Context: an optimization exercise on an open-source flow, tuned for small area and few clock cycles per item. The choices shown serve that exercise and are no tape-out recipe. Only simulation tests tie the RTL to the original design; equivalence was not proved. Power figures rest on the tool's default switching activity, not on a simulated workload.

Setup of v6:
// source_code_lexer_unit
module source_code_lexer_unit (
  input  logic        clk,
  input  logic        rst_n,
  input  logic        in_tvalid,
  output logic        in_tready,
  input  logic [7:0]  in_tdata,    
  input  logic        in_tlast,    
  output logic        out_tvalid,
  input  logic        out_tready,
  output logic [55:0] out_tdata,   
  output logic        out_tlast    
);
For scale: roughly 960 cells after synthesis, ~69 flip-flops, ~72 I/O pins.
Settings: LEC_CHECK=0, CAP_MARGIN=20, CORE_MARGIN=2, CORE_UTILIZATION=40, SLEW_MARGIN=20; clock period 10.0 ns.
run.sh (not shown) runs the stock make flow with config.mk's settings and CLKGATE_MAP_FILE= SYNTH_SCRIPT=/design/flow/synth_recipe.tcl, a recipe that flattens the netlist after the stock synthesis.
Testbench counts of v6, summed over its fixed seeds: cycles 34,367, bytes 33,802.
Setup changes, v6 to v7
- setting GPL_TIMING_DRIVEN to 0 for the first time
- changing CORE_UTILIZATION from 40 to 70
- setting ABC_AREA to 1 for the first time
[summary]
v7 completed every stage of the flow, and the final layout passed the timing, DRC and antenna checks. When v7 is set beside v6, its met3 routing resource usage after global routing turns out to be 5.9 points larger. Diff v7..v6 | quantity of I/O buffers inserted on ports | unchanged. Summary of the comparison: post-route fraction of the period consumed by the critical path is lower in v7, relative to v6. Between v6 and v7, the flow reports final area increasing by a few percent. Per the comparison of v7 with v6, number of tap instances decreased by 40% relative to the old numbers; die outline height lost about 22%; total chip power higher; clock power share went down; via count higher.

build 71:
source_code_lexer_unit, a different RTL version from the one above (not shown whole).
For scale: about 700 cells after synthesis, roughly 69 flip-flops, about 5200 sq um of cells after synthesis.
// source_code_lexer_unit
module source_code_lexer_unit (
  input  logic        clk,
  input  logic        rst_n,
  input  logic        in_tvalid,
  output logic        in_tready,
  input  logic [7:0]  in_tdata,    
  input  logic        in_tlast,    
  output logic        out_tvalid,
  input  logic        out_tready,
  output logic [55:0] out_tdata,   
  output logic        out_tlast    
);
  logic        valid_r;
  logic [7:0]  char_r;
  logic        eot_r;
  logic [3:0]  st_r;
  logic [3:0]  kw_r;
  logic [2:0]  ki_r;
  logic [15:0] pos_r, begin_r, line_r;
  logic        tok;        
  logic        fin;        
  logic [5:0]  kind;
  logic [1:0]  ssel;       
  logic [2:0]  lsel;       
  logic [3:0]  st_nxt;
  logic [3:0]  kw_nxt;
  logic [2:0]  ki_nxt;
  logic        line_inc, set_begin, restart;
  logic        f_tok;
  logic [5:0]  f_kind;
  logic [3:0]  f_st;
  logic [4:0]  f_kw;
  logic        f_nl;
  logic        p_tok;
  logic [5:0]  p_kind;
  logic [1:0]  p_ssel;
  logic [2:0]  p_lsel;
  logic        is_digit, is_alpha;
  logic        step;
  assign is_digit = (char_r >= "0") && (char_r <= "9");
  assign is_alpha = ((char_r >= "a") && (char_r <= "z")) || ((char_r >= "A") && (char_r <= "Z"))
                    || (char_r == "_");
  assign f_kw     = slu_pkg::kw_first(char_r);
  always_comb begin
    f_tok  = 1'b0;
    f_kind = 6'd39;
    f_st   = S_IDLE;
    f_nl   = 1'b0;
    case (char_r)
      "(": begin f_tok = 1'b1; f_kind = 6'd0; end
      ")": begin f_tok = 1'b1; f_kind = 6'd1; end
      "{": begin f_tok = 1'b1; f_kind = 6'd2; end
      "}": begin f_tok = 1'b1; f_kind = 6'd3; end
      ",": begin f_tok = 1'b1; f_kind = 6'd4; end
      ".": begin f_tok = 1'b1; f_kind = 6'd5; end
      "-": begin f_tok = 1'b1; f_kind = 6'd6; end
      "+": begin f_tok = 1'b1; f_kind = 6'd7; end
      ";": begin f_tok = 1'b1; f_kind = 6'd8; end
      "*": begin f_tok = 1'b1; f_kind = 6'd9; end
      "!": f_st = S_BANG;
      "=": f_st = S_EQUAL;
      "<": f_st = S_LESS;
      ">": f_st = S_GREATER;
      "/": f_st = S_SLASH;
      " ", 8'h0d, 8'h09: ;
      8'h0a: f_nl = 1'b1;
      "\"": f_st = S_STRING;
      default: begin
  ...
Settings: LEC_CHECK=0, ABC_AREA=1, CAP_MARGIN=20, CORE_MARGIN=2, CORE_UTILIZATION=60, SLEW_MARGIN=20; clock period 10.0 ns.
standard.sh (not shown) runs the stock make flow with config.mk's settings and CLKGATE_MAP_FILE= SYNTH_SCRIPT=/design/flow/synth_recipe.tcl, a recipe that flattens the netlist after the stock synthesis.
==> flow/flow/run.sh <==
#!/bin/bash
# The standard layout (standard.sh), with two changes:
#  - synthesis maps the logic with flow/abc_area.script (ABC_AREA is 1 in config.mk), an
#    area-oriented ABC script built on &deepsyn, instead of ORFS's own abc_area.script;
#    everything else in synthesis (registers, flattening, renaming) is the standard one.
#  - the port buffers use sky130_fd_sc_hd__buf_1 instead of the resizer's default choice.
#  - clock tree synthesis adds no dummy load cells (-dont_use_dummy_load).
# Each tool's full output stays in the ORFS logs under orfs/logs; standard.sh's own output
# goes to standard.log.
set -euo pipefail
here=$(pwd)
rm -rf "$here/orfs_scripts"
cp -r "$FLOW_HOME/scripts" "$here/orfs_scripts"
cp "$here/flow/abc_area.script" "$here/orfs_scripts/abc_area.script"
export SCRIPTS_DIR="$here/orfs_scripts"
export BUFFER_PORTS_ARGS="-buffer_cell sky130_fd_sc_hd__buf_1"
export CTS_ARGS="-sink_clustering_enable -repair_clock_nets -dont_use_dummy_load -buf_list sky130_fd_sc_hd__clkbuf_8 -sink_clustering_size 30"
bash standard.sh > standard.log 2>&1
==> flow/flow/abc_area.script <==
strash
&get -n
&deepsyn -T 60
&put
strash
&get -n
&nf -R 1000
&put
topo
stime -c
Build 71 reached the end of the flow, and the finished layout is clean on the timing, DRC and antenna checks.
Testbench counts of build 71, summed over its fixed seeds: cycles 34,367, bytes 33,802.
diff inputs: build 71 => build 12
# build 71
export LEC_CHECK = 0
export ABC_AREA = 1
export CAP_MARGIN = 20
export CORE_MARGIN = 2
export CORE_UTILIZATION = 60
export SLEW_MARGIN = 20
create_clock -name core_clock -period 10.0 [get_ports {clk}]
# build 12
export LEC_CHECK = 0
export CAP_MARGIN = 20
export CORE_MARGIN = 2
export CORE_UTILIZATION = 65
export SLEW_MARGIN = 20
create_clock -name core_clock -period 10.0 [get_ports {clk}]
==> flow/run.sh (new file) <==
#!/bin/bash
# synth_recipe.tcl (not shown) runs the flow's synth.tcl, then flattens the netlist and writes it again
# the make line also repeats each setting of config.mk as NAME=value (left out here)
make -C /OpenROAD-flow-scripts/flow DESIGN_CONFIG=/design/flow/config.mk WORK_HOME=/design/flow/orfs CLKGATE_MAP_FILE= SYNTH_SCRIPT=/design/flow/synth_recipe.tcl finish
removed: flow/flow/run.sh
removed: flow/flow/abc_area.script
removed: flow/standard.sh
[summary]
Build 12 reached the end of the flow, and the finished layout is clean on the timing, DRC and antenna checks.
The lower fraction of the mapped netlist area in adder cells of build 71 and build 12 is in build 12.
In build 12 the layout overhead on the synthesized area turned out 1.0 points lower than in build 71.
Build 12 and build 71 ended up with roughly the same synthesized-area fraction occupied by xor and xnor cells.
Build 12 — sequential fraction of design power 7.6 points lower, build 71 as reference
Register fraction of the total cell area sits lower in build 12 than in build 71.
Run comparison: build 71 start point of the critical path char_r[5]; build 12 start point of the critical path char_r[4]
Build 12 vs. build 71: via count moved up; final clock period utilization by the worst path moved up.
--- input diff build 12..build 1 ---
# build 12
export LEC_CHECK = 0
export CAP_MARGIN = 20
export CORE_MARGIN = 2
export CORE_UTILIZATION = 65
export SLEW_MARGIN = 20
create_clock -name core_clock -period 10.0 [get_ports {clk}]
# build 1
export LEC_CHECK = 0
export CAP_MARGIN = 20
export CORE_MARGIN = 2
export CORE_UTILIZATION = 50
export SLEW_MARGIN = 20
create_clock -name core_clock -period 10.0 [get_ports {clk}]
==> flow/flow/run.sh (new file) <==
#!/bin/bash
# The standard layout, except that the port buffers use the smallest buffer cell
# (sky130_fd_sc_hd__buf_1) instead of the one the resizer picks by default.
set -e
export BUFFER_PORTS_ARGS="-buffer_cell sky130_fd_sc_hd__buf_1"
bash standard.sh > standard.log 2>&1
==> flow/standard.sh (new file) <==
#!/bin/bash
# synth_recipe.tcl (not shown) runs the flow's synth.tcl, then flattens the netlist and writes it again
# the make line also repeats each setting of config.mk as NAME=value (left out here)
make -C /OpenROAD-flow-scripts/flow DESIGN_CONFIG=/design/flow/config.mk WORK_HOME=/design/flow/orfs CLKGATE_MAP_FILE= SYNTH_SCRIPT=/design/flow/synth_recipe.tcl "${@:-finish}"
removed: flow/run.sh
## What came out
Sort build 1 and build 12 by synthesis-to-layout area growth, ascending, and build 1 comes first. Taking build 12 as the reference, in build 1 hold slack has decreased; part of the total power dissipated in combinational logic has decreased. Compared to build 12, the routing of build 1 uses more wire. Build 1 against build 12: die area now sits higher; final instance area decreased by 3.1% relative to the old numbers; clock network power share went up by 9.8 points; number of filler instances in the final layout increased by 528 relative to the old numbers.
Setup changes, build 1 to build 5
# build 1
export LEC_CHECK = 0
export CAP_MARGIN = 20
export CORE_MARGIN = 2
export CORE_UTILIZATION = 50
export SLEW_MARGIN = 20
create_clock -name core_clock -period 10.0 [get_ports {clk}]
# build 5
export LEC_CHECK = 0
export ABC_AREA = 1
export CAP_MARGIN = 20
export CORE_MARGIN = 2
export CORE_UTILIZATION = 70
export SLEW_MARGIN = 20
create_clock -name core_clock -period 10.0 [get_ports {clk}]
==> flow/flow/run.sh <==
#!/bin/bash
# The standard layout (standard.sh), with these changes:
#  - synthesis maps the logic with flow/abc_area.script (ABC_AREA is 1 in config.mk), an
#    area-oriented ABC script built on &deepsyn, instead of ORFS's own abc_area.script;
#    everything else in synthesis (registers, flattening, renaming) is the standard one.
#  - the port buffers use sky130_fd_sc_hd__buf_1 instead of the resizer's default choice.
#  - clock tree synthesis adds no dummy load cells (-dont_use_dummy_load).
# Each tool's full output stays in the ORFS logs under orfs/logs; standard.sh's own output
# goes to standard.log.
set -euo pipefail
here=$(pwd)
rm -rf "$here/orfs_scripts"
cp -r "$FLOW_HOME/scripts" "$here/orfs_scripts"
cp "$here/flow/abc_area.script" "$here/orfs_scripts/abc_area.script"
export SCRIPTS_DIR="$here/orfs_scripts"
export BUFFER_PORTS_ARGS="-buffer_cell sky130_fd_sc_hd__buf_1"
export CTS_ARGS="-sink_clustering_enable -repair_clock_nets -dont_use_dummy_load"
bash standard.sh > standard.log 2>&1
==> flow/flow/abc_area.script (new file) <==
strash
&get -n
&deepsyn -T 240
&put
strash
&get -n
&nf -R 1000
&put
topo
stime -c
[summary]
Per the final summary, build 5 finished and its layout is clean on timing, DRC and antenna.
Relative to build 1, core utilization increased by 25 points in build 5.
Maximum number of buffers from clock root to sink: build 1 vs build 5, no meaningful difference
Against build 1, height of the chip in build 5 fell by more than a quarter.
Overall routed net length of build 5 falls short of that of build 1 by more than a quarter.
Taking build 5 over build 1, the total power consumption of the routed design ratio works out to 0.72.
Measured against each other, build 1 and build 5 differ in initial cell density of the core, the lower figure coming from build 1.

re-timing with driven ports:
The results above use ideal ports. As a check the final layouts listed here were re-extracted and re-timed, cells and wires unchanged. Step 1: set_driving_cell puts a clkbuf_16 on clk and a buf_2 on each other input, an assumption about the parent block. Step 2 times the ports against the registers' clock, not the clock port: input delays grow and output delays shrink by t, the midpoint of the rising clock arrivals with the driver on. a / b / c = no drivers / after step 1 / after step 2; a / b = the first two.
run	shift t [ns]	setup slack, ns	worst setup path at the end	cell pins on the clock port's net
v6	0.384	1.415 / 1.373 / 1.757	register to output	1
v7	0.403	1.821 / 1.785 / 2.188	register to output	1
build 71	0.383	1.678 / 1.644 / 2.027	register to output	1
build 12	0.400	1.388 / 1.351 / 1.751	register to output	1
build 1	0.388	1.795 / 1.752 / 2.139	register to output	1
build 5	0.370	1.182 / 1.149 / 1.519	register to output	1
After both steps every run listed still meets setup and hold.
